Context: an optimization exercise on an open-source flow, tuned for small area and a short achievable clock period. The choices shown serve that exercise and are no tape-out recipe.
The RTL was checked by simulation tests, not by an equivalence proof against the original design.

## flow/design.v (module list and top-level ports; edited modules follow where they fit)
// module sig_multiplier: 1551 lines
// module fa_cell: 4 lines
// module ha_cell: 4 lines
// module norm_round: 95 lines
// module exp_exc_pack: 66 lines
// module fp_mul_top: 42 lines
module fp_mul_top
(
  input  logic        clk,
  input  logic        reset,
  input  logic [2:0]  r_mode,  
  input  logic [31:0] fp_x,
  input  logic [31:0] fp_y,
  output logic [31:0] fp_z,
  output logic        ovrf,
  output logic        udrf
);
  // ...
==> flow/flow/run.sh <==
#!/bin/bash
# Layout flow: the standard flow (standard.sh) with these changes:
#  - synthesis maps the design's fa_cell/ha_cell modules straight to the
#    library's full/half adder cells before flattening (ORFS's synth.tcl with
#    one techmap added after its hierarchy check), and skips Yosys's
#    extract_fa, so the rest of the adders are left to abc;
#  - abc maps with flow/abc.script, when the version has one;
#  - the port buffers are buf_2 cells instead of the default delay buffers;
#  - make variables from flow/extra_vars.txt, when the version has one.
set -euo pipefail
here=$(pwd)

sed -e 's#^hierarchy -check -top \$::env(DESIGN_NAME)$#&\ntechmap -map '"$here"'/flow/adder_cells.v#' \
    -e 's#^  extract_fa {\*}\[dont_use_extract_fa_args\]$#  \# extract_fa skipped#' \
  "$FLOW_HOME/scripts/synth.tcl" > "$here/synth_adders.tcl"
grep -q adder_cells.v "$here/synth_adders.tcl"
grep -q "extract_fa skipped" "$here/synth_adders.tcl"
if [[ -f "$here/flow/abc.script" ]]; then
  sed -i 's#^  log_cmd abc {\*}\$abc_args$#  log_cmd abc {*}[lreplace $abc_args 1 1 '"$here"'/flow/abc.script]#' "$here/synth_adders.tcl"
  grep -q "flow/abc.script" "$here/synth_adders.tcl"
fi
sed 's#source \$::env(SCRIPTS_DIR)/synth.tcl#source '"$here"'/synth_adders.tcl#' \
  "$here/synth_recipe.tcl" > "$here/synth_recipe_adders.tcl"
grep -q synth_adders.tcl "$here/synth_recipe_adders.tcl"
# extra make variables, from flow/extra_vars.txt if present (one NAME=value per line)
extra=""
if [[ -f "$here/flow/extra_vars.txt" ]]; then
  extra=$(grep -E '^[A-Z_]+=[^ ]+$' "$here/flow/extra_vars.txt" | tr '\n' ' ')
fi
sed -e 's#SYNTH_SCRIPT=[^ ]*#SYNTH_SCRIPT='"$here"'/synth_recipe_adders.tcl#' \
    -e 's#"\${@:-finish}"#'"$extra"'"${@:-finish}"#' \
  "$here/standard.sh" > "$here/standard_adders.sh"
grep -q synth_recipe_adders.tcl "$here/standard_adders.sh"

port_buffer=sky130_fd_sc_hd__buf_2
export BUFFER_PORTS_ARGS="-buffer_cell $port_buffer"
bash "$here/standard_adders.sh" > "$here/flow.log" 2>&1
==> flow/flow/adder_cells.v <==
// maps the design's fa_cell and ha_cell modules to the library adder cells
module fa_cell (input a, input b, input ci, output s, output co);
  sky130_fd_sc_hd__fa_1 _TECHMAP_REPLACE_ (.A(a), .B(b), .CIN(ci), .SUM(s), .COUT(co));
endmodule

module ha_cell (input a, input b, output s, output co);
  sky130_fd_sc_hd__ha_1 _TECHMAP_REPLACE_ (.A(a), .B(b), .SUM(s), .COUT(co));
endmodule
==> flow/standard.sh <==
#!/bin/bash
# synth_recipe.tcl (not shown) runs the flow's synth.tcl, then flattens the netlist and writes it again
# the make line also repeats each setting of config.mk as NAME=value (left out here)
make -C /OpenROAD-flow-scripts/flow DESIGN_CONFIG=/design/flow/config.mk WORK_HOME=/design/flow/orfs CLKGATE_MAP_FILE= SYNTH_SCRIPT=/design/flow/synth_recipe.tcl "${@:-finish}"
==> flow/config.mk <==
export PLATFORM = sky130hd
export DESIGN_NAME = fp_mul_top
export DESIGN_NICKNAME = fp_mul_top
export VERILOG_FILES = /design/flow/design.v
export SDC_FILE = /design/flow/constraint.sdc
export NUM_CORES = 4
export LEC_CHECK = 0
export ABC_AREA = 1
export CAP_MARGIN = 20
export CORE_MARGIN = 2
export CORE_UTILIZATION = 40
export SETUP_SLACK_MARGIN = 5
export SLEW_MARGIN = 20
==> flow/constraint.sdc <==
create_clock -name core_clock -period 14.5 [get_ports {clk}]
set_input_delay 2.9000 -clock core_clock [delete_from_list [all_inputs] [get_ports {clk}]]
set_output_delay 2.9000 -clock core_clock [all_outputs]
set_load 0.01 [all_outputs]
==> results.json, run 1 <==
{
  "status": "no timing/DRC/antenna violations",
  "nWellTaps": 532,
  "antenna_left": 0,
  "cts_tree": "done",
  "slowest_stage": "fa_1",
  "whs_ns": 2.849,
  "dr_wl_met3_um": 5384,
  "path_class": "primary input to register",
  "finalCritPeriodShare_pct": 63.35,
  "coreArea_um2": 40830,
  "wl_per_cell_um": 20.62,
  "initial_core_util_pct": 40.44,
  "flops_and_latches": 34,
  "largest_reg_flops": 32,
  "nClkBuffers": 6,
  "numCtsBuffers": 5,
  "multi_input_area_share_pct": 81.83,
  "worstPathRequired_ns": 14.71,
  "cp-end-kind": "register",
  "area_growth_pct": 8.328,
  "ys_seq_elements": 34,
  "yosys.area_share.simple_pct": 20.82,
  "top_layer": "met4",
  "syn-num-nets": 2559,
  "grt_antenna_before_repair": 2
}
==> inputs of run 2 (changes only) <==
--- a/flow/config.mk
+++ b/flow/config.mk
@@ -11,3 +11,3 @@
 export CORE_UTILIZATION = 40
-export SETUP_SLACK_MARGIN = 5
+export SETUP_SLACK_MARGIN = 4.7
 export SLEW_MARGIN = 20
==> results.json, run 2 <==
{
  "rsz0062_at_grt": "no",
  "cp-end-kind": "register",
  "hpwl_um": 45640,
  "slew_violations": 0,
  "dr_total_vias": 15616,
  "syn-num-nets": 2559,
  "slowest_delay_ns": 0.50,
  "drt-pass1-iter-count": 6,
  "place.gp.congestion": 0.9598,
  "yosysUniqueCellTypes": 56,
  "synth.most_common_cell": "nand2_1",
  "hold_path.class": "primary input to register",
  "wirelength_um": 55970,
  "setup_viol": 0,
  "async_flop_share_pct": 0,
  "yosys_warnings": 7,
  "arrival_ns": 9.59,
  "holdBufCountCts": 0,
  "holdPathStages": 2,
  "worstPathRequired_ns": 14.67,
  "ys.flop_type": "dfxtp_1",
  "worstMarginPinSlew_ns": 0.8863,
  "io_pins": 103,
  "drc_errors": 0,
  "slowest_stage": "fa_1",
  "grt_use_met1_pct": 35.97,
  "top_regs": "exp_exc_pack_inst.fp_z: 32 flops, exp_exc_pack_inst.ovrf: 1 flops, exp_exc_pack_inst.udrf: 1 flops",
  "fp.dieArea_um2": 42920,
  "fin_nets": 2577,
  "slew-limit-headroom_pct": 40.85,
  "clock.fmax_mhz": 106.2,
  "core.rowCount": 74,
  "path_class": "primary input to register",
  "drive_gt1_share_pct": 13.32,
  "die-width_um": 207.2,
  "wl_per_cell_um": 20.30,
  "cts_buffer_depth": 2,
  "ys_seq_elements": 34,
  "cts_tree": "done",
  "grt_max_degree": 40,
  "drv_cap": 0,
  "final_cell_mix": "424 x nand2_1, 273 x o22ai_1, 258 x xor2_1",
  "finalHoldViolCount": 0,
  "synth_edf_count": 0,
  "top_register": "exp_exc_pack_inst.fp_z",
  "cp_max_fo": 27,
  "ys_top_cells_by_area": "fa_1 31%, xor2_1 14%, o22ai_1 10%",
  "grt_antenna_before_repair": 2,
  "coreArea_um2": 40830,
  "drt_iter0_drc": 1299,
  "syn_area_per_cell_um2": 7.492,
  "finalCriticalPeriod_ns": 9.416,
  "numCtsBuffers": 5,
  "setup_slack_ns": 5.084,
  "antenna_left": 0,
  "grt_use_met2_pct": 38.79,
  "die_h_um": 207.2,
  "grt_pass1_vias": 14942,
  "via_per_inst": 5.664,
  "globalRouteMet3Util_pct": 4.321,
  "yosys.area.top_type": "fa_1",
  "grt_pass1_wl_um": 85720,
  "layout_commonest_cell": "nand2_1",
  "fill_cells": 4174,
  "root_buffer": "clkbuf_16",
  "cts_sinks": 34,
  "synthCells": 2204,
  "dpl_worst_slack_ns": 3.844,
  "htreeDepth": 2,
  "track_usage_pct": 25.08,
  "largest_reg_flops": 32,
  "synth_largest_type_area_fraction_pct": 31.04,
  "critPathMostFrequentCell": "nand2_2",
  "startpoint_type": "primary input",
  "status": "no timing/DRC/antenna violations",
  "grt_overflow": 0,
  "fin_setup_tns_ns": 0,
  "io_buffer_count": 102,
  "busiest_layer": "met2",
  "syn-cell-area_um2": 16510,
  "ys_seq_area_share_pct": 4.122,
  "synthTopCellsByCount": "433 x nand2_1, 274 x o22ai_1, 258 x xor2_1",
  "initial_core_util_pct": 40.44,
  "clk_pin_slew_worst_paths_ns": 0.05,
  "area_growth_pct": 6.630,
  "finalCritPeriodShare_pct": 64.94
}
[run 2: cell types whose count changed in the layout (fill, tap and decap cells not counted), sizes merged]
cell	change
buf	-13
clkinvlp	-8
clkbuf	-2
inv	+2
nand3	-1
[run 2: logic make-up (layout without fill, tap and decap cells)]
group / count (synthesis) / count (layout) / synth area share [%]
other cells: 1 / 3 / 0.02271
mux: 1 / 1 / 0.06062
fa+ha+maj: 286 / 286 / 33.31
buf+inv: 346 / 364 / 8.388
compound gates: 457 / 458 / 16.99
simple gates: 775 / 775 / 20.82
flops: 34 / 34 / 4.122
xor+xnor: 304 / 304 / 16.28
[run 2: routing by layer]
layer | vias to the layer above | part of all wire [%]
met1 | 7484 | 45
met3 | 97 | 8.8
met5 | - | 0
met2 | 704 | 44
met4 | 0 | 2.9
li1 | 7331 | -
[run 2: timing repair]
item	4_1_cts	5_1_grt
hold endpoints to repair	0	0
pin swaps	0	1
endpoints found under the setup margin	24	33
cloned	0	8
gates resized for setup	4	27
setup buffers	0	4
[run 2: cell type report]
| class | instances | area (um^2) | share of cell area [%] |
|---|---|---|---|
| Antenna cell | 2 | 5.005 | 0.02843 |
| Tap cell | 532 | 665.6 | 3.781 |
| Inverter | 233 | 903.4 | 5.131 |
| Clock inverter | 2 | 12.51 | 0.07106 |
| Sequential cell | 34 | 680.7 | 3.866 |
| Clock buffer | 6 | 138.9 | 0.7888 |
| Multi-Input combinational cell | 1825 | 14530 | 82.50 |
| Timing Repair Buffer | 116 | 629.4 | 3.574 |
| Timing Repair inverter | 7 | 45.04 | 0.2558 |
[run 2: final timing paths]
check	start	end	slack (ns)
worst max-delay path	fp_x[15]	exp_exc_pack_inst.fp_z[22]$_SDFF_PP0_	5.08
worst min-delay path	reset	exp_exc_pack_inst.udrf$_SDFF_PP0_	2.85
[run 2: stage by stage]
step	std cells	cell area [um^2]	hold slack, ns	util, %
2_1_floorplan	2204	16510	2.978	-
6_report	2757	17610	2.847	43.12
3_5_place_dp	2735	17280	3.135	42.32
3_3_place_gp	2735	17280	3.140	42.31
4_1_cts	2743	17450	2.842	42.73
5_1_grt	2755	17600	2.857	43.11
[run 2: worst max-delay path: cells and delay by family]
| family | cells | cell delay, ns |
|---|---|---|
| compound gates | 4 | 0.97 |
| fa+ha+maj | 5 | 2.35 |
| simple gates | 19 | 2.48 |
| buf+inv | 3 | 0.61 |
| xor+xnor | 1 | 0.23 |
==> module norm_round, before the edit <==
module norm_round
(
  input  logic [47:0] sum_a,
  input  logic [47:0] sum_b,
  input  logic        sign_z,
  input  logic [2:0]  r_mode,  
  output logic [22:0] frac_z,
  output logic        renorm
);
  logic [20:0] lg [0:5];
  logic [20:0] lp [0:5];
  logic        c21;
  assign lg[0] = sum_a[20:0] & sum_b[20:0];
  assign lp[0] = sum_a[20:0] ^ sum_b[20:0];
  for (genvar l = 0; l < 5; l++) begin : g_llvl
    for (genvar i = 0; i < 21; i++) begin : g_lbit
      if (((i >> l) & 1) == 1) begin : g_op
        assign lg[l+1][i] = lg[l][i] | (lp[l][i] & lg[l][((i >> l) << l) - 1]);
        assign lp[l+1][i] = lp[l][i] & lp[l][((i >> l) << l) - 1];
      end else begin : g_pass
        assign lg[l+1][i] = lg[l][i];
        assign lp[l+1][i] = lp[l][i];
      end
    end
  end
  assign c21 = lg[5][20];
  logic [20:0] zt;
  logic        st0;  
  assign zt[0] = ~(sum_a[0] ^ sum_b[0]);
  for (genvar i = 1; i < 21; i++) begin : g_zt
    assign zt[i] = ~((sum_a[i] ^ sum_b[i]) ^ (sum_a[i-1] | sum_b[i-1]));
  end
  assign st0 = ~&zt[20:0];
  logic [23:0] h;    
  logic [23:0] k;    
  assign h = sum_a[47:24] ^ sum_b[47:24];
  assign k = {sum_a[46:24] & sum_b[46:24], 1'b0};
  logic [22:0] ug [0:5];
  logic [22:0] up [0:5];
  assign ug[0] = h[23:1] & k[23:1];
  assign up[0] = h[23:1] ^ k[23:1];
  for (genvar l = 0; l < 5; l++) begin : g_ulvl
    for (genvar i = 0; i < 23; i++) begin : g_ubit
      if (((i >> l) & 1) == 1) begin : g_op
        assign ug[l+1][i] = ug[l][i] | (up[l][i] & ug[l][((i >> l) << l) - 1]);
        assign up[l+1][i] = up[l][i] & up[l][((i >> l) << l) - 1];
      end else begin : g_pass
        assign ug[l+1][i] = ug[l][i];
        assign up[l+1][i] = up[l][i];
      end
    end
  end
  logic [23:1] w0, w1;  
  assign w0 = up[0] ^ {ug[5][21:0], 1'b0};
  assign w1 = up[0] ^ ({ug[5][21:0], 1'b0} | {up[5][21:0], 1'b1});
  function automatic logic round_inc(input logic [2:0] mode, input logic s,
                                     input logic lsb, input logic grd,
                                     input logic rnd, input logic stk);
    case (mode)
      3'd0:    round_inc = grd & (rnd | stk | lsb);
      3'd1:    round_inc = 1'b0;
      3'd2:    round_inc = s & (grd | rnd | stk);
      3'd3:    round_inc = ~s & (grd | rnd | stk);
      default: round_inc = grd;
    endcase
  endfunction
  logic [5:0] dec [0:1];
  for (genvar ci = 0; ci < 2; ci++) begin : g_ci
    logic p21, p22, p23, p24, c22, c23, c24, inc0, inc1, t0;
    assign p21  = sum_a[21] ^ sum_b[21] ^ 1'(ci);
    assign c22  = (sum_a[21] & sum_b[21]) | (1'(ci) & (sum_a[21] | sum_b[21]));
    assign p22  = sum_a[22] ^ sum_b[22] ^ c22;
    assign c23  = (sum_a[22] & sum_b[22]) | (c22 & (sum_a[22] | sum_b[22]));
    assign p23  = sum_a[23] ^ sum_b[23] ^ c23;
    assign c24  = (sum_a[23] & sum_b[23]) | (c23 & (sum_a[23] | sum_b[23]));
    assign p24  = h[0] ^ c24;
    assign inc0 = round_inc(r_mode, sign_z, p23, p22, p21, st0);
    assign inc1 = round_inc(r_mode, sign_z, p24, p23, p22, st0 | p21);
    assign t0   = p23 & inc0;  
    assign dec[ci] = {c24, c24 ^ t0, c24 & t0, c24 ^ inc1, c24 & inc1, p23 ^ inc0};
  end
  logic       c24, s0u1, s0u2, s1u1, s1u2, lsb0;
  assign {c24, s0u1, s0u2, s1u1, s1u2, lsb0} = c21 ? dec[1] : dec[0];
  logic pick0, pick1, low0, low1, msb;
  assign pick0 = s0u2 | (s0u1 & h[0]);
  assign pick1 = s1u2 | (s1u1 & h[0]);
  assign low0  = h[0] ^ (s0u1 & ~s0u2);
  assign low1  = h[0] ^ (s1u1 & ~s1u2);
  assign msb   = (c24 & h[0]) ? w1[23] : w0[23];
  logic [22:0] r0, r1;  
  assign r1 = {pick1 ? w1[22:1] : w0[22:1], low1};
  assign r0 = {pick0 ? w1[21:1] : w0[21:1], low0, lsb0};
  assign frac_z = msb ? r1 : r0;
  assign renorm = pick0 ? w1[23] : w0[23];
endmodule
==> module exp_exc_pack, before the edit <==
module exp_exc_pack
(
  input  logic        clk,
  input  logic        reset,
  input  logic [31:0] fp_x,
  input  logic [31:0] fp_y,
  input  logic [22:0] frac_z,
  input  logic        renorm,
  output logic [31:0] fp_z,
  output logic        ovrf,
  output logic        udrf
);
  logic [7:0] ex, ey;
  logic [8:0] esum;
  logic       sign_z;
  logic       x_max, y_max, x_zer, y_zer, x_fnz, y_fnz;
  logic       is_nan, inf_op, zer_op;
  logic       ovrf0, ovrf1, udrf0, udrf1;
  logic [7:0] exp0, exp1;
  logic       ovrf_n, udrf_n;
  logic [31:0] result;
  assign ex     = fp_x[30:23];
  assign ey     = fp_y[30:23];
  assign esum   = ex + ey;
  assign sign_z = fp_x[31] ^ fp_y[31];
  assign x_max = &ex;
  assign y_max = &ey;
  assign x_zer = ~|ex;  
  assign y_zer = ~|ey;
  assign x_fnz = |fp_x[22:0];
  assign y_fnz = |fp_y[22:0];
  assign is_nan = (x_max & x_fnz) | (y_max & y_fnz) | (x_max & y_zer) | (y_max & x_zer);
  assign inf_op = x_max | y_max;
  assign zer_op = x_zer | y_zer;
  assign ovrf0 = esum >= 9'd382;
  assign ovrf1 = esum >= 9'd381;
  assign udrf0 = esum <= 9'd127;
  assign udrf1 = esum <= 9'd126;
  assign exp0  = 8'(esum - 9'd127);
  assign exp1  = 8'(esum - 9'd126);
  logic       inf0, inf1, zer0, zer1, spc0, spc1;
  logic [8:0] top0, top1;  
  assign inf0 = inf_op | ovrf0;
  assign inf1 = inf_op | ovrf1;
  assign zer0 = zer_op | udrf0;
  assign zer1 = zer_op | udrf1;
  assign spc0 = is_nan | inf0 | zer0;
  assign spc1 = is_nan | inf1 | zer1;
  assign top0 = is_nan ? 9'h0FF : inf0 ? {sign_z, 8'hFF} : zer0 ? {sign_z, 8'h00} : {sign_z, exp0};
  assign top1 = is_nan ? 9'h0FF : inf1 ? {sign_z, 8'hFF} : zer1 ? {sign_z, 8'h00} : {sign_z, exp1};
  assign ovrf_n = renorm ? ovrf1 : ovrf0;
  assign udrf_n = renorm ? udrf1 : udrf0;
  assign result = {renorm ? top1 : top0,
                   (renorm ? spc1 : spc0) ? {is_nan, 22'h0} : frac_z};
  always_ff @(posedge clk) begin
    if (reset) begin
      fp_z <= '0;
      ovrf <= 1'b0;
      udrf <= 1'b0;
    end else begin
      fp_z <= result;
      ovrf <= ovrf_n;
      udrf <= udrf_n;
    end
  end
endmodule
==> module fp_mul_top, before the edit <==
module fp_mul_top
(
  input  logic        clk,
  input  logic        reset,
  input  logic [2:0]  r_mode,  
  input  logic [31:0] fp_x,
  input  logic [31:0] fp_y,
  output logic [31:0] fp_z,
  output logic        ovrf,
  output logic        udrf
);
  logic [47:0] sum_a, sum_b;
  logic [22:0] frac_z;
  logic        renorm;
  logic        sign_z;
  assign sign_z = fp_x[31] ^ fp_y[31];
  sig_multiplier sig_multiplier_inst (
    .sig_x ({1'b1, fp_x[22:0]}),  
    .sig_y ({1'b1, fp_y[22:0]}),
    .sum_a (sum_a),
    .sum_b (sum_b)
  );
  norm_round norm_round_inst (
    .sum_a  (sum_a),
    .sum_b  (sum_b),
    .sign_z (sign_z),
    .r_mode (r_mode),
    .frac_z (frac_z),
    .renorm (renorm)
  );
  exp_exc_pack exp_exc_pack_inst (
    .clk    (clk),
    .reset  (reset),
    .fp_x   (fp_x),
    .fp_y   (fp_y),
    .frac_z (frac_z),
    .renorm (renorm),
    .fp_z   (fp_z),
    .ovrf   (ovrf),
    .udrf   (udrf)
  );
endmodule
==> inputs of run 3 (changes only) <==
--- a/flow/design.v
+++ b/flow/design.v
@@ -1598,3 +1598,5 @@
   input  logic [2:0]  r_mode,  
-  output logic [22:0] frac_z,
+  output logic [22:0] frac0,   
+  output logic [22:0] frac1,   
+  output logic        msb,     
   output logic        renorm
@@ -1675,3 +1677,3 @@
   assign {c24, s0u1, s0u2, s1u1, s1u2, lsb0} = c21 ? dec[1] : dec[0];
-  logic pick0, pick1, low0, low1, msb;
+  logic pick0, pick1, low0, low1;
   assign pick0 = s0u2 | (s0u1 & h[0]);
@@ -1681,6 +1683,4 @@
   assign msb   = (c24 & h[0]) ? w1[23] : w0[23];
-  logic [22:0] r0, r1;  
-  assign r1 = {pick1 ? w1[22:1] : w0[22:1], low1};
-  assign r0 = {pick0 ? w1[21:1] : w0[21:1], low0, lsb0};
-  assign frac_z = msb ? r1 : r0;
+  assign frac1  = {pick1 ? w1[22:1] : w0[22:1], low1};
+  assign frac0  = {pick0 ? w1[21:1] : w0[21:1], low0, lsb0};
   assign renorm = pick0 ? w1[23] : w0[23];
@@ -1693,3 +1693,5 @@
   input  logic [31:0] fp_y,
-  input  logic [22:0] frac_z,
+  input  logic [22:0] frac0,   
+  input  logic [22:0] frac1,   
+  input  logic        msb,     
   input  logic        renorm,
@@ -1739,4 +1741,6 @@
   assign udrf_n = renorm ? udrf1 : udrf0;
-  assign result = {renorm ? top1 : top0,
-                   (renorm ? spc1 : spc0) ? {is_nan, 22'h0} : frac_z};
+  logic [22:0] fz0, fz1;
+  assign fz0 = {is_nan, 22'h0} | ({23{~spc0}} & frac0);
+  assign fz1 = {is_nan, 22'h0} | ({23{~spc1}} & frac1);
+  assign result = {renorm ? top1 : top0, msb ? fz1 : fz0};
   always_ff @(posedge clk) begin
@@ -1765,4 +1769,4 @@
   logic [47:0] sum_a, sum_b;
-  logic [22:0] frac_z;
-  logic        renorm;
+  logic [22:0] frac0, frac1;
+  logic        msb, renorm;
   logic        sign_z;
@@ -1780,3 +1784,5 @@
     .r_mode (r_mode),
-    .frac_z (frac_z),
+    .frac0  (frac0),
+    .frac1  (frac1),
+    .msb    (msb),
     .renorm (renorm)
@@ -1788,3 +1794,5 @@
     .fp_y   (fp_y),
-    .frac_z (frac_z),
+    .frac0  (frac0),
+    .frac1  (frac1),
+    .msb    (msb),
     .renorm (renorm),
--- a/flow/config.mk
+++ b/flow/config.mk
@@ -11,3 +11,3 @@
 export CORE_UTILIZATION = 40
-export SETUP_SLACK_MARGIN = 4.7
+export SETUP_SLACK_MARGIN = 5
 export SLEW_MARGIN = 20
==> results.json, run 3 <==
{
  "hold_path.class": "primary input to register",
  "status": "no timing/DRC/antenna violations",
  "arrival_ns": 9.39,
  "fill_cells": 4193,
  "drive_gt1_share_pct": 15.94,
  "antennaDiodeCount": 0,
  "finalHoldViolCount": 0,
  "io_pins": 103,
  "track_usage_pct": 26.42,
  "worstMarginPinSlew_ns": 1.003,
  "multiInputGateArea_um2": 14770,
  "path_class": "primary input to register",
  "coreArea_um2": 40740,
  "core.rowCount": 74,
  "setup_slack_ns": 5.290,
  "fp.dieArea_um2": 42850,
  "antenna_left": 0,
  "grt_overflow": 0,
  "area_growth_pct": 8.341,
  "worstPathRequired_ns": 14.68,
  "die_h_um": 207.0,
  "setup_viol": 0,
  "hpwl_um": 46390,
  "via_per_inst": 5.873,
  "final-seq-area_um2": 680.7,
  "synth.most_common_cell": "nand2_1",
  "cp-end-kind": "register",
  "ys.flop_type": "dfxtp_1",
  "syn-num-nets": 2509,
  "final_cell_mix": "399 x nand2_1, 272 x o22ai_1, 265 x xor2_1",
  "place.gp.congestion": 0.9444,
  "io_buffer_count": 102,
  "grt_antenna_before_repair": 1,
  "yosys.area.top_type": "fa_1",
  "cts_buffer_depth": 2,
  "yosys_warnings": 7,
  "async_flop_share_pct": 0,
  "initial_core_util_pct": 40.46,
  "dpl_worst_slack_ns": 4.207,
  "critPathMostFrequentCell": "nand2_1",
  "yosysUniqueCellTypes": 55,
  "finalCritPeriodShare_pct": 63.52,
  "cp_max_fo": 10,
  "drv_cap": 0,
  "slowest_stage": "fa_1",
  "synthCells": 2154,
  "drt-pass1-iter-count": 8,
  "clk_pin_slew_worst_paths_ns": 0.06,
  "slew-limit-headroom_pct": 33.08,
  "largest_reg_flops": 32,
  "drt_iter0_drc": 1492,
  "die-width_um": 207.0,
  "wl_per_cell_um": 21.72,
  "cts_tree": "done",
  "numCtsBuffers": 5,
  "rsz0062_at_grt": "no",
  "grt_pass1_wl_um": 89500,
  "grt_max_degree": 32,
  "ys_top_cells_by_area": "fa_1 31%, xor2_1 14%, o22ai_1 10%",
  "fin_setup_tns_ns": 0,
  "clock.fmax_mhz": 108.6,
  "startpoint_type": "primary input",
  "finalCriticalPeriod_ns": 9.210,
  "cts_sinks": 34,
  "syn-cell-area_um2": 16480,
  "ys_seq_elements": 34,
  "top_regs": "exp_exc_pack_inst.fp_z: 32 flops, exp_exc_pack_inst.ovrf: 1 flops, exp_exc_pack_inst.udrf: 1 flops",
  "layout_commonest_cell": "nand2_1",
  "synth_edf_count": 0,
  "synthTopCellsByCount": "406 x nand2_1, 274 x o22ai_1, 265 x xor2_1",
  "timing.critical_path.buf_inv": 7,
  "slew_violations": 0,
  "synth_largest_type_area_fraction_pct": 31.09,
  "fin_nets": 2543,
  "slowest_delay_ns": 0.51,
  "wirelength_um": 59090,
  "top_register": "exp_exc_pack_inst.fp_z",
  "ys_seq_area_share_pct": 4.129,
  "grt_pass1_vias": 15717,
  "syn_area_per_cell_um2": 7.653,
  "htreeDepth": 2,
  "cpLargestDelayFamily": "simple AND/OR/NAND/NOR gates",
  "root_buffer": "clkbuf_16",
  "dr_total_vias": 15981,
  "drc_errors": 0
}
-- run 3: cell count changes in the layout (fill, tap and decap cells not counted), sizes merged, moves of 5 or more --
| cell | before | now |
|---|---|---|
| xnor2 | 45 | 40 |
| o21ai | 88 | 54 |
| nor3 | 6 | 11 |
| inv | 226 | 185 |
| buf | 116 | 134 |
| or2 | 23 | 31 |
| nand3 | 76 | 143 |
| nor2 | 162 | 138 |
| xor2 | 259 | 267 |
| o211ai | 17 | 4 |
| nand2 | 469 | 441 |
-- run 3: path summary, 6_finish.rpt --
check / from / to / depth (start not counted)
worst max-delay path: fp_x[14] / exp_exc_pack_inst.fp_z[22]$_SDFF_PP0_ / 32
worst min-delay path: fp_y[30] / exp_exc_pack_inst.udrf$_SDFF_PP0_ / 4
-- run 3: kinds of logic after synthesis --
| group | after synthesis | share of synthesized area (%) |
|---|---|---|
| other cells | 1 | 0.02275 |
| simple gates | 803 | 22.83 |
| xor+xnor | 307 | 16.61 |
| flops | 34 | 4.129 |
| compound gates | 414 | 15.60 |
| fa+ha+maj | 286 | 33.37 |
| buf+inv | 309 | 7.446 |
-- run 3: final cells by class --
class,count,area share [%]
Clock buffer,5,0.7006
Clock inverter,3,0.2522
Multi-Input combinational cell,1815,82.68
Timing Repair inverter,5,0.1681
Inverter,193,4.210
Tap cell,532,3.727
Timing Repair Buffer,134,4.449
Sequential cell,34,3.811
-- run 3: per-layer routing --
metal | share of wire (%) | routed length [um] | up-vias | GRT usage (%)
li1 | - | - | 7286 | -
met1 | 42 | 24650 | 7656 | 35.41
met2 | 44 | 26040 | 851 | 41.68
met3 | 9.7 | 5734 | 186 | 6.625
met4 | 4.5 | 2657 | 2 | 8.719
met5 | 0.022 | 13 | - | 0
-- run 3: stage by stage --
stage	hold slack (ns)	util, %	std cells	instance area, um^2
2_1_floorplan	3.114	-	2154	16480
3_3_place_gp	3.297	42.42	2685	17280
3_5_place_dp	3.294	42.44	2685	17290
4_1_cts	3.050	42.95	2694	17500
5_1_grt	3.103	43.84	2721	17860
6_report	3.061	43.84	2721	17860
-- run 3: repair_timing --
| item | in CTS | in global routing |
|---|---|---|
| pin swaps | 1 | 5 |
| gates cloned | 1 | 8 |
| hold buffers | 0 | 0 |
| setup endpoints to repair | 33 | 33 |
| endpoints found under the hold margin | 0 | 0 |
| setup buffers | 0 | 19 |
| resized for setup | 8 | 33 |
==> inputs of run 4 (changes only) <==
==> flow/flow/abc.script (new file) <==
strash
dc2
dch
map -B 0.9
topo
stime -c
buffer -c
upsize -c
dnsize -c
==> results.json, run 4 <==
{
  "synth_top_family_by_area": "adder cells",
  "top_regs": "exp_exc_pack_inst.fp_z: 32 flops, exp_exc_pack_inst.ovrf: 1 flops, exp_exc_pack_inst.udrf: 1 flops",
  "yosys.area_share.simple_pct": 22.59,
  "finalHoldViolCount": 0,
  "critPathMostFrequentCell": "nand2_1",
  "htreeDepth": 2,
  "holdBufCountCts": 0,
  "die-width_um": 206.4,
  "final_cell_count_no_fill": 2777,
  "core.rowCount": 74,
  "cts_sinks": 34,
  "grt_max_degree": 41,
  "drt_iter0_drc": 1636,
  "yosys.area.top_type": "fa_1",
  "async_flop_share_pct": 0,
  "syn-num-nets": 2494,
  "place.gp.congestion": 0.9793,
  "status": "no timing/DRC/antenna violations",
  "yosysUniqueCellTypes": 57,
  "hold_path_startpoint": "fp_x[31]",
  "grt_pass1_vias": 15759,
  "synth_compound_area_share_pct": 16.14,
  "drt-pass1-iter-count": 8,
  "slew_violations": 0,
  "synthMuxAreaShare_pct": 0.06109,
  "synth_largest_type_area_fraction_pct": 31.28,
  "cts_tree": "done",
  "fin_setup_tns_ns": 0,
  "hpwl_um": 44940,
  "placed_cells": 2670,
  "slowest_delay_ns": 0.56,
  "slowest_stage": "fa_1",
  "cts_buffer_depth": 2,
  "startpoint_type": "primary input",
  "timing.critical_path.buf_inv": 4,
  "clk_pin_slew_worst_paths_ns": 0.05,
  "cpLargestDelayFamily": "simple AND/OR/NAND/NOR gates",
  "drc_errors": 0,
  "die_h_um": 206.4,
  "dr_total_vias": 16155,
  "top_register": "exp_exc_pack_inst.fp_z",
  "slew-limit-headroom_pct": 22.36,
  "whs_endpoint": "exp_exc_pack_inst.fp_z[31]$_SDFF_PP0_",
  "drv_cap": 0,
  "synth.most_common_cell": "nand2_1",
  "worstMarginPinSlew_ns": 1.154,
  "syn-cell-area_um2": 16390,
  "track_usage_pct": 27.16,
  "arrival_ns": 9.48,
  "ys_seq_area_share_pct": 4.154,
  "root_buffer": "clkbuf_16",
  "grt_pass1_wl_um": 89140,
  "syn_area_per_cell_um2": 7.660,
  "yosys_warnings": 7,
  "worstPathRequired_ns": 14.67,
  "numCtsBuffers": 5,
  "fill_cells": 3974,
  "grt_overflow": 0,
  "whs_ns": 3.035,
  "ys.flop_type": "dfxtp_1",
  "drive_gt1_share_pct": 23.52,
  "fin_nets": 2599,
  "io_pins": 103,
  "cp-end-kind": "register",
  "wirelength_um": 60620,
  "wl_per_cell_um": 21.83,
  "cp_max_fo": 19,
  "final_cell_mix": "362 x nand2_1, 251 x fa_1, 242 x xor2_1",
  "antenna_left": 0,
  "coreArea_um2": 40650,
  "finalCritPeriodShare_pct": 64.20,
  "layout_commonest_cell": "nand2_1",
  "largest_reg_flops": 32,
  "initial_core_util_pct": 40.31,
  "synthCells": 2139,
  "io_buffer_count": 102,
  "synth_edf_count": 0,
  "ys_seq_elements": 34,
  "synthTopCellsByCount": "385 x nand2_1, 277 x xor2_1, 258 x o22ai_1",
  "antennaDiodeCount": 0,
  "clock.fmax_mhz": 107.4,
  "setup_viol": 0,
  "yosys.area_share.adder_pct": 33.57,
  "ys_top_cells_by_area": "fa_1 31%, xor2_1 15%, o22ai_1 9.9%",
  "area_growth_pct": 17.26,
  "rsz0062_at_grt": "yes",
  "via_per_inst": 5.817,
  "hold_path.class": "primary input to register",
  "fp.dieArea_um2": 42600,
  "synth-xor-area-share_pct": 15.66,
  "holdPathStages": 4,
  "grt_antenna_before_repair": 0,
  "finalCriticalPeriod_ns": 9.309,
  "path_class": "primary input to register"
}
## run 4: cell types whose count changed after synthesis, moves of 16 or more
cell     previous run  this run
inv_1             152       168
nand2_1           406       385
nand3_1           114        67
o21ai_0            50       104
o22ai_1           274       258
or2_2              15        33
xnor2_1            37        16
## run 4: metal layers
metal  global-route usage (%)  vias to the layer above  wire length, um
met1                    36.16                     7770            24950
met4                    8.827                        2             2819
met5                        0                        -              134
met3                    6.276                      176             5863
li1                         -                     7306                -
met2                    43.47                      901            26850
## run 4: layout make-up
cell class / instances / area, um^2 / area share, %
Inverter: 198 / 810.8 / 4.220
Sequential cell: 34 / 680.7 / 3.542
Clock buffer: 7 / 132.6 / 0.6902
Tap cell: 532 / 665.6 / 3.464
Clock inverter: 1 / 30.03 / 0.1563
Timing Repair Buffer: 192 / 1484 / 7.723
Multi-Input combinational cell: 1798 / 15320 / 79.71
Timing Repair inverter: 15 / 95.09 / 0.4949
## run 4: kinds of logic (layout without fill, tap and decap cells)
logic type               Yosys count  in the layout
AO/OA/AOI/OAI                    436            436
XOR/XNOR                         293            293
adder cells (fa/ha/maj)          286            286
buffers and inverters            315            413
flip-flops                        34             34
multiplexers                       1              1
other                              1              1
AND/OR/NAND/NOR                  773            781
## run 4: metrics by stage
stage          worst slack (ns)  area [um^2]  utilization, %
5_1_grt                   4.913        19210           47.27
2_1_floorplan             5.329        16390               -
3_5_place_dp              4.053        17160           42.22
4_1_cts                   5.001        17730           43.62
6_report                  5.191        19210           47.27
3_3_place_gp              4.127        17160           42.22
## run 4: what timing repair did
| item | 4_1_cts | 5_1_grt |
|---|---|---|
| gates resized for setup | 40 | 168 |
| cloned | 9 | 18 |
| pin swaps | 4 | 25 |
| buffers inserted | 22 | 50 |
| setup endpoints to repair | 33 | 33 |
## run 4: worst max-delay path by stage
stage / start / to / slack [ns] / cells past startpoint
floorplan: fp_x[10] / exp_exc_pack_inst.fp_z[0]$_SDFF_PP0_ / 5.33 / 38
global placement: fp_x[1] / exp_exc_pack_inst.fp_z[27]$_SDFF_PP0_ / 4.13 / 35
detailed placement: fp_x[1] / exp_exc_pack_inst.fp_z[23]$_SDFF_PP0_ / 4.05 / 33
CTS: fp_x[3] / exp_exc_pack_inst.fp_z[22]$_SDFF_PP0_ / 5.00 / 40
global route: fp_x[3] / exp_exc_pack_inst.fp_z[22]$_SDFF_PP0_ / 4.91 / 41
finish: fp_y[18] / exp_exc_pack_inst.fp_z[23]$_SDFF_PP0_ / 5.19 / 35
==> inputs of run 5 (changes only) <==
==> flow/flow/abc.script (replaced) <==
strash
dc2
dch
map -B 0.9
topo
stime -c
upsize -c
dnsize -c
==> results.json, run 5 <==
{
  "status": "no timing/DRC/antenna violations",
  "fill_cells": 3487,
  "dpl_worst_slack_ns": 3.601,
  "finalHoldViolCount": 0,
  "antenna_left": 0,
  "ys.flop_type": "dfxtp_1",
  "grt_pass1_vias": 16062,
  "fp.dieArea_um2": 40210,
  "syn_area_per_cell_um2": 7.640,
  "startpoint_type": "primary input",
  "critPathMostFrequentCell": "nand2_2",
  "fin_nets": 2620,
  "synth_edf_count": 0,
  "synthCells": 2022,
  "holdBufCountCts": 0,
  "setup_slack_ns": 5.049,
  "cts_buffer_depth": 2,
  "drive_gt1_share_pct": 26.13,
  "initial_core_util_pct": 40.82,
  "hpwl_um": 43470,
  "finalCriticalPeriod_ns": 9.451,
  "grt_antenna_before_repair": 2,
  "top_regs": "exp_exc_pack_inst.fp_z: 32 flops, exp_exc_pack_inst.ovrf: 1 flops, exp_exc_pack_inst.udrf: 1 flops",
  "cts_sinks": 34,
  "placed_cells": 2646,
  "ys_top_cells_by_area": "fa_1 33%, xor2_1 16%, o22ai_1 10%",
  "synth.most_common_cell": "nand2_1",
  "place.gp.congestion": 0.9763,
  "io_buffer_count": 102,
  "dr_total_vias": 17126,
  "clock.fmax_mhz": 105.8,
  "drt_iter0_drc": 2045,
  "arrival_ns": 9.62,
  "cpLargestDelayFamily": "simple AND/OR/NAND/NOR gates",
  "area_growth_pct": 31.10,
  "hold_path.class": "primary input to register",
  "coreArea_um2": 37840,
  "setup_viol": 0,
  "slowest_delay_ns": 0.62,
  "drc_errors": 0,
  "yosysUniqueCellTypes": 47,
  "core.rowCount": 71,
  "finalCritPeriodShare_pct": 65.18,
  "largest_reg_flops": 32,
  "synthTopCellsByCount": "410 x nand2_1, 276 x xor2_1, 258 x o22ai_1",
  "syn-cell-area_um2": 15450,
  "slew_violations": 0,
  "cts_tree": "done",
  "die-width_um": 200.5,
  "grt_pass1_wl_um": 90580,
  "layout_commonest_cell": "nand2_1",
  "utilization_pct": 53.51,
  "yosys_warnings": 7,
  "track_usage_pct": 28.69,
  "rsz0062_at_grt": "no",
  "wirelength_um": 65350,
  "yosys.area.top_type": "fa_1",
  "syn-num-nets": 2377,
  "drv_cap": 0,
  "clk_pin_slew_worst_paths_ns": 0.05,
  "htreeDepth": 2,
  "ys_seq_elements": 34,
  "worstPathRequired_ns": 14.67,
  "numCtsBuffers": 5,
  "synth_largest_type_area_fraction_pct": 33.18,
  "path_depth": 38,
  "drt-pass1-iter-count": 7,
  "path_class": "primary input to register",
  "io_pins": 103,
  "die_h_um": 200.5,
  "async_flop_share_pct": 0,
  "wl_per_cell_um": 23.52,
  "root_buffer": "clkbuf_16",
  "ys_seq_area_share_pct": 4.406,
  "slew-limit-headroom_pct": 35.83,
  "timing.critical_path.buf_inv": 5,
  "place_area_um2": 16750,
  "whs_ns": 3.024,
  "cp_max_fo": 11,
  "fin_setup_tns_ns": 0,
  "worstMarginPinSlew_ns": 0.9616,
  "cp-end-kind": "register",
  "via_per_inst": 6.163,
  "slowest_stage": "fa_2",
  "grt_overflow": 0,
  "grt_max_degree": 41,
  "top_register": "exp_exc_pack_inst.fp_z",
  "holdPathStages": 4,
  "final_cell_count_no_fill": 2779,
  "final_cell_mix": "360 x nand2_1, 227 x fa_1, 220 x o22ai_1",
  "design_area_um2": 20250
}
-- run 5: changes by cell type after synthesis, moves of 8 or more --
cell | previous run | this run
nand2_2 | 28 | 6
nand3_1 | 67 | 95
nor2_2 | 13 | 5
clkinv_1 | 3 | 189
clkbuf_1 | 93 | 0
nor2_1 | 133 | 149
nand3_2 | 28 | 1
inv_1 | 168 | 2
a21oi_1 | 38 | 52
a21oi_2 | 14 | 1
inv_2 | 27 | 7
nand2_1 | 385 | 410
-- run 5: cells by family (layout without fill, tap and decap cells) --
kind of cell,count (synthesis),count (layout),share of synthesized area (%)
AO/OA/AOI/OAI,436,436,16.63
XOR/XNOR,293,293,16.66
adder cells (fa/ha/maj),286,286,35.61
buffers and inverters,198,425,4.811
flip-flops,34,34,4.406
multiplexers,1,1,0.06480
other,1,3,0.02428
AND/OR/NAND/NOR,773,790,21.80
-- run 5: cell type report --
cell class | instances | area [um^2] | area share [%]
Timing Repair Buffer | 211 | 1799 | 8.885
Timing Repair inverter | 8 | 42.54 | 0.2101
Sequential cell | 34 | 680.7 | 3.361
Clock inverter | 1 | 5.005 | 0.02471
Tap cell | 511 | 639.4 | 3.157
Inverter | 198 | 947.2 | 4.677
Multi-Input combinational cell | 1807 | 15990 | 78.96
Clock buffer | 7 | 142.6 | 0.7044
Antenna cell | 2 | 5.005 | 0.02471
-- run 5: path summary, 6_finish.rpt --
kind,startpoint,slack (ns),to
worst max-delay path,fp_y[15],5.05,exp_exc_pack_inst.fp_z[22]$_SDFF_PP0_
worst min-delay path,fp_x[31],3.02,exp_exc_pack_inst.fp_z[31]$_SDFF_PP0_
-- run 5: per-layer routing --
metal  GRT usage [%]  wire length [um]
met5               0                 0
met4           9.630              3586
met3           6.818              8320
met1           38.82             25590
met2           45.14             27860
-- run 5: timing repair --
item / 4_1_cts / 5_1_grt
gates resized for setup: 132 / 325
pin swaps: 13 / 84
gates cloned: 13 / 21
setup buffers: 22 / 67
endpoints found under the setup margin: 33 / 33
==> inputs of run 6 (changes only) <==
==> flow/flow/abc.script (replaced) <==
strash
balance
rewrite
refactor
balance
rewrite
rewrite -z
balance
refactor -z
rewrite -z
balance
balance
rewrite
refactor
balance
rewrite
rewrite -z
balance
refactor -z
rewrite -z
balance
dch
map -B 0.9
topo
stime -c
buffer -c
upsize -c
dnsize -c
==> results.json, run 6 <==
{
  "synth.most_common_cell": "nand2_1",
  "cts_buffer_depth": 2,
  "hpwl_um": 49500,
  "placed_cells": 2845,
  "slew-limit-headroom_pct": 34.35,
  "wl_met1_um": 26720,
  "wl_per_cell_um": 21.13,
  "drt_iter0_drc": 1361,
  "core.rowCount": 76,
  "cts_tree": "done",
  "cts_sinks": 34,
  "cp-startpoint": "fp_x[5]",
  "ys.flop_type": "dfxtp_1",
  "top_layer": "met5",
  "finalCritPeriodShare_pct": 63.38,
  "slowest_delay_ns": 0.51,
  "synth_largest_type_area_fraction_pct": 29.71,
  "final_cell_count_no_fill": 2864,
  "worstMarginPinSlew_ns": 0.9758,
  "worstPathRequired_ns": 14.67,
  "ys_top_cells_by_area": "fa_1 30%, xor2_1 14%, nand2_1 9.3%",
  "numCtsBuffers": 5,
  "io_buffer_count": 102,
  "fill_cells": 4423,
  "setup_slack_ns": 5.310,
  "dr_wl_met3_um": 5446,
  "status": "no timing/DRC/antenna violations",
  "fp.dieArea_um2": 44810,
  "synthTopCellsByCount": "429 x nand2_1, 269 x xor2_1, 256 x fa_1",
  "io_pins": 103,
  "place_area_um2": 17970,
  "hold_path.class": "primary input to register",
  "grt_pass1_vias": 16361,
  "timing.critical_path.buf_inv": 4,
  "clock.fmax_mhz": 108.8,
  "top_register": "exp_exc_pack_inst.fp_z",
  "drc_errors": 0,
  "wl_met2_um": 26470,
  "top_regs": "exp_exc_pack_inst.fp_z: 32 flops, exp_exc_pack_inst.ovrf: 1 flops, exp_exc_pack_inst.udrf: 1 flops",
  "grt_overflow": 0,
  "drive_gt1_share_pct": 16.82,
  "finalCriticalPeriod_ns": 9.190,
  "largest_reg_flops": 32,
  "final_cell_mix": "424 x nand2_1, 269 x xor2_1, 256 x fa_1",
  "slowest_stage": "fa_1",
  "design_area_um2": 18310,
  "grt_max_degree": 50,
  "die-width_um": 211.7,
  "yosys_warnings": 7,
  "antenna_left": 0,
  "critPathMostFrequentCell": "nand2_1",
  "area_growth_pct": 6.128,
  "dr_total_vias": 16373,
  "syn-num-nets": 2659,
  "path_class": "primary input to register",
  "syn-cell-area_um2": 17250,
  "htreeDepth": 2,
  "synth_edf_count": 0,
  "crit_end": "exp_exc_pack_inst.fp_z[30]$_SDFF_PP0_",
  "clk_pin_slew_worst_paths_ns": 0.05,
  "fin_setup_tns_ns": 0,
  "cp-end-kind": "register",
  "root_buffer": "clkbuf_16",
  "setup_viol": 0,
  "rsz0062_at_grt": "yes",
  "ys_seq_area_share_pct": 3.945,
  "finalHoldViolCount": 0,
  "async_flop_share_pct": 0,
  "yosysUniqueCellTypes": 62,
  "startpoint_type": "primary input",
  "cpLargestDelayFamily": "simple AND/OR/NAND/NOR gates",
  "grt_pass1_wl_um": 93200,
  "coreArea_um2": 42790,
  "track_usage_pct": 26.93,
  "arrival_ns": 9.36,
  "synthCells": 2304,
  "slew_violations": 0,
  "initial_core_util_pct": 40.32,
  "grt_antenna_before_repair": 1,
  "place.gp.congestion": 0.9711,
  "layout_commonest_cell": "nand2_1",
  "drt-pass1-iter-count": 6,
  "antennaDiodeCount": 0,
  "fin_nets": 2672,
  "via_per_inst": 5.717,
  "wirelength_um": 60510,
  "yosys.area.top_type": "fa_1",
  "syn_area_per_cell_um2": 7.488,
  "drv_cap": 0,
  "die_h_um": 211.7,
  "ys_seq_elements": 34,
  "path_depth": 35,
  "cp_max_fo": 25,
  "dpl_worst_slack_ns": 4.416
}
-- run 6: per-layer routing --
layer  up-vias  track usage (%)
li1       7573                -
met2       797            42.70
met4         2            7.431
met5         -                0
met3       115            4.717
met1      7886            37.77
-- run 6: cell families after synthesis --
logic type	count (synthesis)	share of synthesized area [%]
buf+inv	372	8.972
other cells	1	0.02174
simple gates	896	24.82
flops	34	3.945
xor+xnor	293	15.22
fa+ha+maj	286	31.88
compound gates	422	15.14
-- run 6: per-stage QoR --
step | hold slack [ns] | util [%]
2_1_floorplan | 3.106 | -
3_3_place_gp | 3.297 | 41.99
3_5_place_dp | 3.295 | 41.99
4_1_cts | 3.118 | 42.36
5_1_grt | 3.148 | 42.79
6_report | 3.131 | 42.79
-- run 6: worst min-delay path by stage --
| stage | start | end | slack [ns] | cells after the start |
|---|---|---|---|---|
| 6_report | fp_x[31] | exp_exc_pack_inst.fp_z[31]$_SDFF_PP0_ | 3.13 | 3 |
| 5_1_grt | fp_x[31] | exp_exc_pack_inst.fp_z[31]$_SDFF_PP0_ | 3.15 | 3 |
| 4_1_cts | fp_x[31] | exp_exc_pack_inst.fp_z[31]$_SDFF_PP0_ | 3.12 | 3 |
| 3_5_place_dp | exp_exc_pack_inst.fp_z[23]$_SDFF_PP0_ | fp_z[23] | 3.30 | 1 |
| 3_3_place_gp | exp_exc_pack_inst.fp_z[26]$_SDFF_PP0_ | fp_z[26] | 3.30 | 1 |
| 2_1_floorplan | reset | exp_exc_pack_inst.fp_z[17]$_SDFF_PP0_ | 3.11 | 2 |
-- run 6: layout make-up --
| cell class | count | area, um^2 | area share [%] |
|---|---|---|---|
| clock inverters | 1 | 5.005 | 0.02734 |
| repair buffers | 122 | 679.4 | 3.711 |
| well taps | 546 | 683.2 | 3.731 |
| flip-flops and latches | 34 | 680.7 | 3.718 |
| repair inverters | 3 | 17.52 | 0.09567 |
| inverters | 252 | 970.9 | 5.303 |
| clock buffers | 7 | 142.6 | 0.7791 |
| multi-input cells | 1899 | 15130 | 82.64 |
-- run 6: what timing repair did --
action                     in CTS  in global routing
gates cloned                    0                  4
pin swaps                       0                  3
resized for setup               3                 26
hold buffers                    0                  0
setup endpoints to repair      32                 33
setup buffers                   0                  7
==> inputs of run 7 (changes only) <==
==> flow/flow/abc.script (replaced) <==
strash
balance
rewrite
refactor
balance
rewrite
rewrite -z
balance
refactor -z
rewrite -z
balance
dch
map -B 0.9
topo
stime -c
buffer -c
upsize -c
dnsize -c
--- a/flow/config.mk
+++ b/flow/config.mk
@@ -10,3 +10,3 @@
 export CORE_MARGIN = 2
-export CORE_UTILIZATION = 40
+export CORE_UTILIZATION = 50
 export SETUP_SLACK_MARGIN = 5
==> results.json, run 7 <==
{
  "htreeDepth": 2,
  "ys.flop_type": "dfxtp_1",
  "dpl_worst_slack_ns": 4.468,
  "final_cell_count_no_fill": 2603,
  "wl_per_cell_um": 21.20,
  "drv_cap": 0,
  "grt_pass1_wl_um": 84100,
  "area_growth_pct": 6.491,
  "syn_area_per_cell_um2": 7.339,
  "synthCells": 2196,
  "root_buffer": "clkbuf_16",
  "syn-num-nets": 2551,
  "hold_path.class": "primary input to register",
  "worstPathRequired_ns": 14.69,
  "rsz0062_at_grt": "no",
  "startpoint_type": "primary input",
  "ys_seq_elements": 34,
  "cts_tree": "done",
  "top_register": "exp_exc_pack_inst.fp_z",
  "final_cell_mix": "472 x nand2_1, 277 x xor2_1, 256 x fa_1",
  "path_class": "primary input to register",
  "cts_sinks": 34,
  "critPathMostFrequentCell": "nand2_1",
  "fp.dieArea_um2": 33680,
  "synth_largest_type_area_fraction_pct": 31.80,
  "grt_overflow": 0,
  "via_per_inst": 5.985,
  "ys_top_cells_by_area": "fa_1 32%, xor2_1 15%, nand2_1 11%",
  "arrival_ns": 9.29,
  "die-width_um": 183.5,
  "wirelength_um": 55190,
  "yosys_warnings": 7,
  "synthTopCellsByCount": "483 x nand2_1, 279 x xor2_1, 256 x fa_1",
  "fin_setup_tns_ns": 0,
  "yosys.area.top_type": "fa_1",
  "slowest_delay_ns": 0.48,
  "holdPathStages": 4,
  "top_regs": "exp_exc_pack_inst.fp_z: 32 flops, exp_exc_pack_inst.ovrf: 1 flops, exp_exc_pack_inst.udrf: 1 flops",
  "synth.most_common_cell": "nand2_1",
  "synth_edf_count": 0,
  "slowest_stage": "fa_1",
  "setup_viol": 0,
  "setup_slack_ns": 5.402,
  "syn-cell-area_um2": 16120,
  "grt_antenna_before_repair": 1,
  "hpwl_um": 42640,
  "drive_gt1_share_pct": 10.27,
  "cp_max_fo": 25,
  "drt_iter0_drc": 1563,
  "clk_pin_slew_worst_paths_ns": 0.05,
  "cts_buffer_depth": 2,
  "drt-pass1-iter-count": 5,
  "io_buffer_count": 102,
  "numCtsBuffers": 5,
  "slew-limit-headroom_pct": 49.45,
  "grt_pass1_vias": 15098,
  "drc_errors": 0,
  "async_flop_share_pct": 0,
  "fin_nets": 2554,
  "yosysUniqueCellTypes": 47,
  "ys_seq_area_share_pct": 4.224,
  "layout_commonest_cell": "nand2_1",
  "largest_reg_flops": 32,
  "clock.fmax_mhz": 109.9,
  "place.gp.congestion": 0.9512,
  "track_usage_pct": 32.27,
  "io_pins": 103,
  "worstMarginPinSlew_ns": 0.7503,
  "die_h_um": 183.5,
  "finalHoldViolCount": 0,
  "placed_cells": 2580,
  "dr_total_vias": 15580,
  "cp-end-kind": "register",
  "grt_max_degree": 27,
  "finalCriticalPeriod_ns": 9.098,
  "antenna_left": 0,
  "core.rowCount": 65,
  "coreArea_um2": 31640,
  "initial_core_util_pct": 50.94,
  "finalCritPeriodShare_pct": 62.75,
  "slew_violations": 0,
  "status": "no timing/DRC/antenna violations"
}
-- run 7: cells by family after synthesis --
group | share of synthesized area [%]
simple gates | 21.90
flops | 4.224
xor+xnor | 16.02
compound gates | 15.53
other cells | 0.02327
fa+ha+maj | 34.13
buf+inv | 8.168
-- run 7: layout make-up --
class	count	area [um^2]
fill	3120	14480
multi-input combinational	1819	14260
inverter	211	804.5
timing repair buffer	122	720.7
sequential	34	680.7
tap	402	503.0
clock buffer	7	142.6
timing repair inverter	6	45.04
clock inverter	1	5.005
antenna	1	2.502
-- run 7: through the flow --
step | utilization (%) | cell area [um^2] | hold slack [ns]
floorplan | - | 16120 | 3.095
global placement | 52.79 | 16700 | 3.296
detailed placement | 52.79 | 16700 | 3.292
CTS | 53.35 | 16880 | 3.014
global route | 54.24 | 17160 | 3.038
finish | 54.25 | 17160 | 3.021
-- run 7: path summary, 6_finish.rpt --
kind                  startpoint                                    end  slack [ns]
worst max-delay path     fp_x[5]  exp_exc_pack_inst.fp_z[12]$_SDFF_PP0_        5.40
worst min-delay path    fp_x[31]  exp_exc_pack_inst.fp_z[31]$_SDFF_PP0_        3.02
-- run 7: worst max-delay path, delay by kind of cell --
family          cells  cell delay, ns
simple gates       12            1.64
buf+inv             5            0.98
compound gates      7            1.52
fa+ha+maj           5            2.23
-- run 7: layer usage --
| metal | track usage, % | up-vias | wire (um) |
|---|---|---|---|
| met5 | 0 | - | 0 |
| met4 | 11.87 | 0 | 2105 |
| met3 | 5.032 | 119 | 4210 |
| met2 | 51.32 | 726 | 24720 |
| met1 | 44.56 | 7457 | 24150 |
| li1 | - | 7278 | - |
-- run 7: repair_timing --
| item | 4_1_cts | 5_1_grt |
|---|---|---|
| resized for setup | 8 | 58 |
| hold buffers | 0 | 0 |
| pin swaps | 1 | 2 |
| setup endpoints to repair | 23 | 33 |
| buffers inserted | 0 | 7 |
| cloned | 1 | 6 |
==> inputs of run 8 (changes only) <==
--- a/flow/config.mk
+++ b/flow/config.mk
@@ -10,3 +10,3 @@
 export CORE_MARGIN = 2
-export CORE_UTILIZATION = 50
+export CORE_UTILIZATION = 60
 export SETUP_SLACK_MARGIN = 5
==> results.json, run 8 <==
{
  "status": "no timing/DRC/antenna violations",
  "drv_cap": 0,
  "wl_per_cell_um": 21.68,
  "cp-end-kind": "register",
  "ys_seq_area_share_pct": 4.224,
  "grt_antenna_before_repair": 0,
  "die_h_um": 167.9,
  "largest_reg_flops": 32,
  "cts_sinks": 34,
  "ys.flop_type": "dfxtp_1",
  "initial_core_util_pct": 61.49,
  "cts_buffer_depth": 2,
  "core.rowCount": 59,
  "coreArea_um2": 26210,
  "whs_ns": 3.026,
  "worstMarginPinSlew_ns": 0.7450,
  "clk_pin_slew_worst_paths_ns": 0.05,
  "synthTopCellsByCount": "483 x nand2_1, 279 x xor2_1, 256 x fa_1",
  "wirelength_um": 55150,
  "antenna_left": 0,
  "syn-num-nets": 2551,
  "finalCriticalPeriod_ns": 9.220,
  "numCtsBuffers": 5,
  "place.gp.congestion": 0.9566,
  "critPathMostFrequentCell": "nand2_1",
  "area_growth_pct": 6.094,
  "dr_total_vias": 16092,
  "cp_max_fo": 25,
  "syn-cell-area_um2": 16120,
  "htreeDepth": 2,
  "fin_setup_tns_ns": 0,
  "yosys.area.top_type": "fa_1",
  "layout_commonest_cell": "nand2_1",
  "yosysUniqueCellTypes": 47,
  "async_flop_share_pct": 0,
  "clock.fmax_mhz": 108.5,
  "grt_overflow": 0,
  "drt-pass1-iter-count": 6,
  "hold_path.class": "primary input to register",
  "top_regs": "exp_exc_pack_inst.fp_z: 32 flops, exp_exc_pack_inst.ovrf: 1 flops, exp_exc_pack_inst.udrf: 1 flops",
  "finalCritPeriodShare_pct": 63.59,
  "setup_viol": 0,
  "via_per_inst": 6.325,
  "slowest_stage": "clkinvlp_2",
  "final_cell_mix": "475 x nand2_1, 279 x xor2_1, 256 x fa_1",
  "rsz0062_at_grt": "yes",
  "synth_edf_count": 0,
  "hpwl_um": 41590,
  "finalHoldViolCount": 0,
  "root_buffer": "clkbuf_16",
  "synth_largest_type_area_fraction_pct": 31.80,
  "cpLargestDelayFamily": "simple AND/OR/NAND/NOR gates",
  "io_buffer_count": 102,
  "grt_max_degree": 27,
  "fp.dieArea_um2": 28190,
  "fin_nets": 2563,
  "path_class": "primary input to register",
  "grt_pass1_vias": 15805,
  "drive_gt1_share_pct": 10.46,
  "drt_iter0_drc": 1936,
  "slew_violations": 0,
  "place_area_um2": 16640,
  "syn_area_per_cell_um2": 7.339,
  "synthCells": 2196,
  "slew-limit-headroom_pct": 49.81,
  "track_usage_pct": 39.04,
  "timing.critical_path.buf_inv": 4,
  "slowest_delay_ns": 0.62,
  "grt_pass1_wl_um": 86010,
  "synth.most_common_cell": "nand2_1",
  "io_pins": 103,
  "top_register": "exp_exc_pack_inst.fp_z",
  "design_area_um2": 17100,
  "worstPathRequired_ns": 14.68,
  "arrival_ns": 9.40,
  "ys_seq_elements": 34,
  "startpoint_type": "primary input",
  "drc_errors": 0,
  "yosys_warnings": 7,
  "cts_tree": "done",
  "fill_cells": 2377,
  "ys_top_cells_by_area": "fa_1 32%, xor2_1 15%, nand2_1 11%",
  "antennaDiodeCount": 0,
  "die-width_um": 167.9
}
run 8: cell count changes in the layout (fill, tap and decap cells not counted), moves of 3 or more:
cell / delta
nor2_1: +4
nand2_1: +3
o22ai_2: +4
o22ai_1: -4
inv_2: -3
buf_4: +10
buf_6: +3
nand2_2: -3
run 8: layout make-up:
type / instances / area (um^2) / area share [%]
Multi-Input combinational cell: 1819 / 14230 / 83.23
Tap cell: 335 / 419.2 / 2.452
Timing Repair Buffer: 131 / 759.5 / 4.442
Inverter: 211 / 815.8 / 4.771
Sequential cell: 34 / 680.7 / 3.981
Clock inverter: 2 / 12.51 / 0.07318
Clock buffer: 6 / 138.9 / 0.8123
Timing Repair inverter: 6 / 40.04 / 0.2342
run 8: path summary, 6_finish.rpt:
path / start / end / slack, ns / cells after the start
worst min-delay path: fp_x[31] / exp_exc_pack_inst.fp_z[31]$_SDFF_PP0_ / 3.03 / 4
worst max-delay path: fp_x[1] / exp_exc_pack_inst.fp_z[24]$_SDFF_PP0_ / 5.28 / 30
run 8: cells by family (layout without fill, tap and decap cells):
kind of cell             count (synthesis)  after routing  share of synthesized area [%]
flip-flops                              34             34                          4.224
buffers and inverters                  344            356                          8.168
AND/OR/NAND/NOR                        828            828                          21.90
other                                    1              1                        0.02327
AO/OA/AOI/OAI                          409            410                          15.53
XOR/XNOR                               294            294                          16.02
adder cells (fa/ha/maj)                286            286                          34.13
run 8: timing repair:
action | CTS | global route
hold buffers | 0 | 0
setup buffers | 0 | 13
gates cloned | 1 | 6
endpoints found under the setup margin | 17 | 33
pin swaps | 1 | 2
resized for setup | 0 | 54
run 8: metrics by stage:
step	setup slack (ns)	utilization [%]	cells
4_1_cts	4.958	64.11	2525
2_1_floorplan	5.782	-	2196
3_5_place_dp	4.610	63.50	2516
5_1_grt	4.867	65.24	2544
3_3_place_gp	4.849	63.50	2516
6_report	5.280	65.24	2544
run 8: layer usage:
metal / share of wire, % / global-route usage [%] / routed length [um] / up-vias
li1: - / - / - / 7281
met4: 2.8 / 9.225 / 1546 / 0
met1: 42 / 55.38 / 23030 / 7663
met3: 12 / 10.81 / 6891 / 131
met2: 43 / 59.59 / 23680 / 1017
met5: 0 / 0 / 0 / -
==> inputs of run 9 (changes only) <==
--- a/flow/config.mk
+++ b/flow/config.mk
@@ -10,3 +10,3 @@
 export CORE_MARGIN = 2
-export CORE_UTILIZATION = 60
+export CORE_UTILIZATION = 40
 export SETUP_SLACK_MARGIN = 5
==> results.json, run 9 <==
{
  "numCtsBuffers": 5,
  "io_buffer_count": 102,
  "drv_cap": 0,
  "worstMarginPinSlew_ns": 0.8138,
  "syn_area_per_cell_um2": 7.339,
  "core.rowCount": 73,
  "fp.dieArea_um2": 41910,
  "slew-limit-headroom_pct": 45.55,
  "clk_pin_slew_worst_paths_ns": 0.06,
  "arrival_ns": 9.38,
  "worstPathRequired_ns": 14.71,
  "cp_max_fo": 22,
  "whs_ns": 3.022,
  "setup_viol": 0,
  "dpl_worst_slack_ns": 4.344,
  "grt_pass1_wl_um": 88800,
  "startpoint_type": "primary input",
  "grt_max_degree": 27,
  "area_growth_pct": 9.014,
  "slowest_stage": "fa_1",
  "status": "no timing/DRC/antenna violations",
  "holdBufCountCts": 0,
  "largest_reg_flops": 32,
  "syn-cell-area_um2": 16120,
  "rsz0062_at_grt": "no",
  "grt_overflow": 0,
  "grt_pass1_vias": 15875,
  "place.gp.congestion": 0.9110,
  "setup_slack_ns": 5.321,
  "syn-num-nets": 2551,
  "synth.most_common_cell": "nand2_1",
  "final_cell_mix": "470 x nand2_1, 277 x xor2_1, 256 x fa_1",
  "crit_end": "exp_exc_pack_inst.fp_z[1]$_SDFF_PP0_",
  "cp-end-kind": "register",
  "ys.flop_type": "dfxtp_1",
  "wirelength_um": 58040,
  "fin_nets": 2572,
  "root_buffer": "clkbuf_16",
  "top_register": "exp_exc_pack_inst.fp_z",
  "layout_commonest_cell": "nand2_1",
  "synth_largest_type_area_fraction_pct": 31.80,
  "dr_total_vias": 16073,
  "htreeDepth": 2,
  "drt-pass1-iter-count": 5,
  "clock.fmax_mhz": 109.0,
  "path_class": "primary input to register",
  "coreArea_um2": 39730
}
## run 9: cell counts after synthesis
Identical to the previous run, type by type.
## run 9: per-stage QoR
stage                     util (%)  instance area, um^2  cells
after detailed placement     42.48                16880   2706
final                        44.22                17570   2745
after global routing         44.21                17570   2744
after global placement       42.48                16880   2706
after floorplan                  -                16120   2196
after CTS                    42.96                17070   2715
## run 9: layer usage
metal / part of all wire, % / track usage (%)
met1: 43 / 37.41
met2: 45 / 43.61
met3: 9.4 / 5.091
met4: 3.2 / 8.230
met5: 0 / 0
## run 9: cell type report
class,instances,area [um^2]
Fill cell,4066,22160
Antenna cell,2,5.005
Timing Repair inverter,9,62.56
Timing Repair Buffer,137,825.8
Inverter,211,822.0
Tap cell,525,656.9
Sequential cell,34,680.7
Multi-Input combinational cell,1819,14350
Clock inverter,3,45.04
Clock buffer,5,125.1
## run 9: worst min path at each step
stage	end	slack [ns]	depth (start not counted)
after floorplan	exp_exc_pack_inst.fp_z[31]$_SDFF_PP0_	3.10	3
final	exp_exc_pack_inst.fp_z[31]$_SDFF_PP0_	3.02	4
after detailed placement	fp_z[6]	3.29	1
after CTS	exp_exc_pack_inst.fp_z[31]$_SDFF_PP0_	3.05	4
after global placement	fp_z[23]	3.29	1
after global routing	exp_exc_pack_inst.fp_z[31]$_SDFF_PP0_	3.05	4
## run 9: repair_timing
action | CTS | global route
pin swaps | 1 | 3
endpoints found under the setup margin | 29 | 33
resized for setup | 7 | 82
buffers inserted | 0 | 19
cloned | 1 | 9
## run 9: logic make-up (layout without fill, tap and decap cells)
logic type | count (synthesis) | count (layout) | synth area share (%)
flops | 34 | 34 | 4.224
simple gates | 828 | 828 | 21.90
buf+inv | 344 | 365 | 8.168
compound gates | 409 | 410 | 15.53
xor+xnor | 294 | 294 | 16.02
other cells | 1 | 3 | 0.02327
fa+ha+maj | 286 | 286 | 34.13
## run 9: critical path, delay by kind of cell
family	cells	cell delay, ns
AOI/OAI and AO/OA	3	0.53
adders and majority gates	5	2.37
and+or+nand+nor	14	2.12
xor gates and xnor gates	2	0.53
buffers and inverters	5	0.88

-- static timing again, ports no longer ideal --
The flow's constraints put no driver on any port. The routed layouts listed below were extracted and timed again, unchanged, in two steps.
Step 1, drivers: a clkbuf_16 drives clk and a buf_2 each remaining input, both assumed.
Step 2 adds t to the input delays and takes it off the output delays; t is the mean of the earliest and latest rising clock arrival at the registers after step 1. Input paths then give back, and output paths get back, about the clock's delay inside the block.
Three values: no drivers, after step 1, after step 2; two values: the first two.
run	shift t [ns]	setup WS [ns]	worst setup path after step 2	clock arrival spread, ns
run 1	0.308	5.315 / 5.298 / 4.990	input to register	0.006 / 0.006
run 2	0.307	5.084 / 5.094 / 4.787	input to register	0.005 / 0.006
run 3	0.321	5.290 / 5.288 / 4.967	input to register	0.010 / 0.009
run 4	0.301	5.191 / 5.196 / 4.895	input to register	0.005 / 0.005
run 5	0.309	5.049 / 5.047 / 4.737	input to register	0.005 / 0.005
run 6	0.305	5.310 / 5.317 / 5.012	input to register	0.005 / 0.005
run 7	0.301	5.402 / 5.409 / 5.108	input to register	0.006 / 0.006
run 8	0.324	5.280 / 5.294 / 4.970	input to register	0.007 / 0.006
run 9	0.325	5.321 / 5.306 / 4.981	input to register	0.003 / 0.003
After both steps setup and hold are still met in every run listed. The setup slack of run 9, which loses most, moves by -0.015 ns with the drivers and by -0.340 ns with both steps.
